What follows belongs to an exercise in optimizing a design on an open flow for small area, a short achievable clock period and few clock cycles per item; a production flow would make more cautious choices. In this exercise RTL edits were held to simulation tests only and were not proved equivalent to the original. Power is estimated from default activity; no workload was simulated.

Setup of alpha:
==> flow/design.v (excerpt) <==
module mem_island_top (
   input  wire logic         clk_i,
   input  wire logic         rst_ni,
   input  wire logic         narrow_req_i,
   output      logic         narrow_gnt_o,
   input  wire logic [15:0]  narrow_addr_i,
   input  wire logic         narrow_we_i,
   input  wire logic [31:0]  narrow_wdata_i,
   input  wire logic [3:0]   narrow_strb_i,
   output      logic         narrow_rvalid_o,
   output      logic [31:0]  narrow_rdata_o,
   input  wire logic         wide_req_i,
   output      logic         wide_gnt_o,
   input  wire logic [15:0]  wide_addr_i,
   input  wire logic         wide_we_i,
   input  wire logic [63:0]  wide_wdata_i,
   input  wire logic [7:0]   wide_strb_i,
   output      logic         wide_rvalid_o,
   output      logic [63:0]  wide_rdata_o
);
For scale: about 8,800 cells after synthesis, about 4,400 flip-flops, about 160,000 um^2 of cells after synthesis.
Settings: LEC_CHECK=0, CAP_MARGIN=20, CELL_PAD_IN_SITES_DETAIL_PLACEMENT=1, CELL_PAD_IN_SITES_GLOBAL_PLACEMENT=2, CORE_MARGIN=2, CORE_UTILIZATION=55, CTS_CLUSTER_DIAMETER=100, CTS_CLUSTER_SIZE=20, PLACE_DENSITY=0.65, SETUP_SLACK_MARGIN=5.0, SLEW_MARGIN=20; clock period 8.0 ns.
run.sh (not shown) runs the stock make flow with config.mk's settings and CLKGATE_MAP_FILE= SYNTH_SCRIPT=/design/flow/synth_recipe.tcl, a recipe that flattens the netlist after the stock synthesis.
alpha did not stop at any stage, and its layout met the timing, DRC and antenna checks.
Testbench counts of alpha, summed over its fixed seeds: cycles 12,431, items 20,000.
Here is what was changed in the inputs of beta compared with alpha.
--- a/flow/design.v
+++ b/flow/design.v
@@ -23,13 +23,13 @@
    logic [127:0][31:0] mem_q;
    logic        n_nogo_q, n_gnt_q, n_acc;
    logic        n_v_q;
    logic [31:0] n_wd_q;
    logic [7:0][3:0] n_lo_st_q;    
    logic [15:0]     n_hi_q;       
-   logic [1:0][3:0] n_bsel_q;     
+   logic [3:0][3:0] n_bsel_q;     
    logic [7:0]      n_bank_q;     
    logic [7:0]  n_lo_oh;
    logic [15:0] n_hi_oh;
    logic        n_wr_nxt, n_rd_nxt;
    assign narrow_gnt_o = n_gnt_q;
    assign n_acc        = narrow_req_i & ~n_nogo_q;
@@ -49,14 +49,14 @@
       n_wd_q <= narrow_wdata_i;
       n_hi_q <= n_hi_oh;
       for (int l = 0; l < 8; l++) begin
          n_lo_st_q[l] <= {4{n_wr_nxt & n_lo_oh[l]}} & narrow_strb_i;
          n_bank_q[l]  <= n_rd_nxt & n_lo_oh[l];
       end
-      for (int p = 0; p < 2; p++) begin
-         n_bsel_q[p] <= {4{n_wr_nxt & (narrow_addr_i[2] == p[0])}} & narrow_strb_i;
+      for (int p = 0; p < 4; p++) begin
+         n_bsel_q[p] <= {4{n_wr_nxt & (narrow_addr_i[3:2] == p[1:0])}} & narrow_strb_i;
       end
    end
    logic        w_v_q, w_we_q;
    logic [5:0]  w_a_q;
    logic [63:0] w_wd_q;
    logic [7:0]  w_st_q;
@@ -85,33 +85,34 @@
       end
    end
    logic [3:0] wst_half_nxt;
    assign wst_half_nxt = narrow_addr_i[2] ? wst_nxt[7:4] : wst_nxt[3:0];
    assign w_blk_nxt = n_acc & wv_nxt &
                       ((~narrow_we_i & ~wwe_nxt & (narrow_addr_i[4:3] == wa_nxt[1:0])) |
-                       ( narrow_we_i &  wwe_nxt & |(narrow_strb_i & wst_half_nxt)));
+                       ( narrow_we_i &  wwe_nxt & (narrow_addr_i[3] == wa_nxt[0]) &
+                         |(narrow_strb_i & wst_half_nxt)));
    always_ff @(posedge clk_i or negedge rst_ni) begin
       if (!rst_ni) begin
          w_v_q    <= 1'b0;
          w_blk_q  <= 1'b0;
          w_lost_q <= '0;
          n_nogo_q <= 1'b0;
-         n_gnt_q  <= 1'b1;
-         w_gnt_q  <= 1'b1;
       end else begin
          w_v_q   <= wv_nxt;
          w_blk_q <= w_blk_nxt;
          if (w_blk_q) begin
             if (w_lost_q != 2'd3) w_lost_q <= w_lost_q + 2'd1;
          end else begin
             w_lost_q <= '0;
          end
          n_nogo_q <= w_blk_q & (w_lost_q >= 2'd2);
-         n_gnt_q  <= ~(w_blk_q & (w_lost_q >= 2'd2));
-         w_gnt_q  <= ~w_blk_nxt;
-      end
+      end
+   end
+   always_ff @(posedge clk_i) begin
+      n_gnt_q <= ~(w_blk_q & (w_lost_q >= 2'd2));
+      w_gnt_q <= ~w_blk_nxt;
    end
    always_ff @(posedge clk_i) begin
       w_we_q <= wwe_nxt;
       w_a_q  <= wa_nxt;
       w_wd_q <= wwd_nxt;
       w_st_q <= wst_nxt;
@@ -133,29 +134,29 @@
       for (int m = 0; m < 4; m++) begin
          for (int h = 0; h < 2; h++) begin
             w_lo_st_q[m][h] <= {4{wv_nxt & wwe_nxt & w_m_oh[m]}} & wst_nxt[4*h +: 4];
          end
       end
    end
-   logic [1:0][31:0] bus_d;
+   logic [3:0][31:0] bus_d;
    logic [15:0]      w_hi_ok;
    assign w_hi_ok = w_hi_q;
    always_comb begin
-      for (int p = 0; p < 2; p++) begin
+      for (int p = 0; p < 4; p++) begin
          for (int j = 0; j < 4; j++) begin
-            bus_d[p][8*j +: 8] = n_bsel_q[p][j] ? n_wd_q[8*j +: 8] : w_wd_q[32*p + 8*j +: 8];
+            bus_d[p][8*j +: 8] = n_bsel_q[p][j] ? n_wd_q[8*j +: 8] : w_wd_q[32*(p % 2) + 8*j +: 8];
          end
       end
    end
    for (genvar w = 0; w < 128; w++) begin : gen_word
       for (genvar j = 0; j < 4; j++) begin : gen_byte
          logic en;
          assign en = (n_lo_st_q[w % 8][j] & n_hi_q[w / 8]) |
                      (w_lo_st_q[(w % 8) / 2][w % 2][j] & w_hi_ok[w / 8]);
          always_ff @(posedge clk_i) begin
-            if (en) mem_q[w][8*j +: 8] <= bus_d[w % 2][8*j +: 8];
+            if (en) mem_q[w][8*j +: 8] <= bus_d[w % 4][8*j +: 8];
          end
       end
    end
    logic [7:0][15:0] row_oh;
    always_comb begin
       for (int b = 0; b < 8; b++) begin
@@ -183,20 +184,15 @@
          w_rdata_d = w_rdata_d | ({bank_out[2*m+1], bank_out[2*m]} & {64{w_pair_q[m]}});
       end
    end
    logic        n_rv_q, w_rv_q;
    logic [31:0] n_rdata_q;
    logic [63:0] w_rdata_q;
-   always_ff @(posedge clk_i or negedge rst_ni) begin
-      if (!rst_ni) begin
-         n_rv_q <= 1'b0;
-         w_rv_q <= 1'b0;
-      end else begin
-         n_rv_q <= n_v_q;
-         w_rv_q <= w_v_q & ~w_blk_q;
-      end
+   always_ff @(posedge clk_i) begin
+      n_rv_q <= n_v_q;
+      w_rv_q <= w_v_q & ~w_blk_q;
    end
    always_ff @(posedge clk_i) begin
       n_rdata_q <= n_rdata_d;
       w_rdata_q <= w_rdata_d;
    end
    assign narrow_rvalid_o = n_rv_q;
Number of flops mapped to enable cells by yosys: alpha vs beta identical
beta against alpha: xor/xnor share of the synthesized area ~0 delta, fraction of the cycle the final worst path needs grew by 1.5 points, starting density of the core about even, number of global-route vias before repair picked up an extra 0.37%, flip-flop and latch count stayed essentially flat.
alpha → beta: non-clock buffer count lost 88; final total power lost about 0.3%; switching share of total power neither gained nor lost much; design area neither gained nor lost much.
Final hold slack was higher in the run labelled alpha.
Testbench counts of beta, summed over its fixed seeds: cycles 12,281, items 20,000.

-- what the ideal ports hide --
How much do the figures lean on ideal ports? The routed layouts below were timed once more, with nothing changed but the port constraints.
Step 1 sets driving cells, clkbuf_16 on the clock port and buf_2 on the other inputs (assumed; they add their load-dependent delay and slew).
Step 2 moves the port delays by t, midway between the first and last clock arrival at a register: inputs arrive t later, outputs are due t later. That takes back most of the time a late clock gives input paths.
Slacks: ideal / step 1 / step 2; pairs: ideal / step 1.
run	shift t [ns]	setup slack, ns	worst setup path at the end	worst register clock-pin slew, ns	worst data-port slew with drivers (ns)
alpha	1.082	4.781 / 4.672 / 4.012	input to register	0.10 / 0.10	0.11
beta	1.083	4.662 / 4.662 / 3.928	input to register	0.10 / 0.10	0.15
After both steps every run listed still meets setup and hold. The setup slack of alpha, which loses most, moves by -0.109 ns with the drivers and by -0.769 ns with both steps.
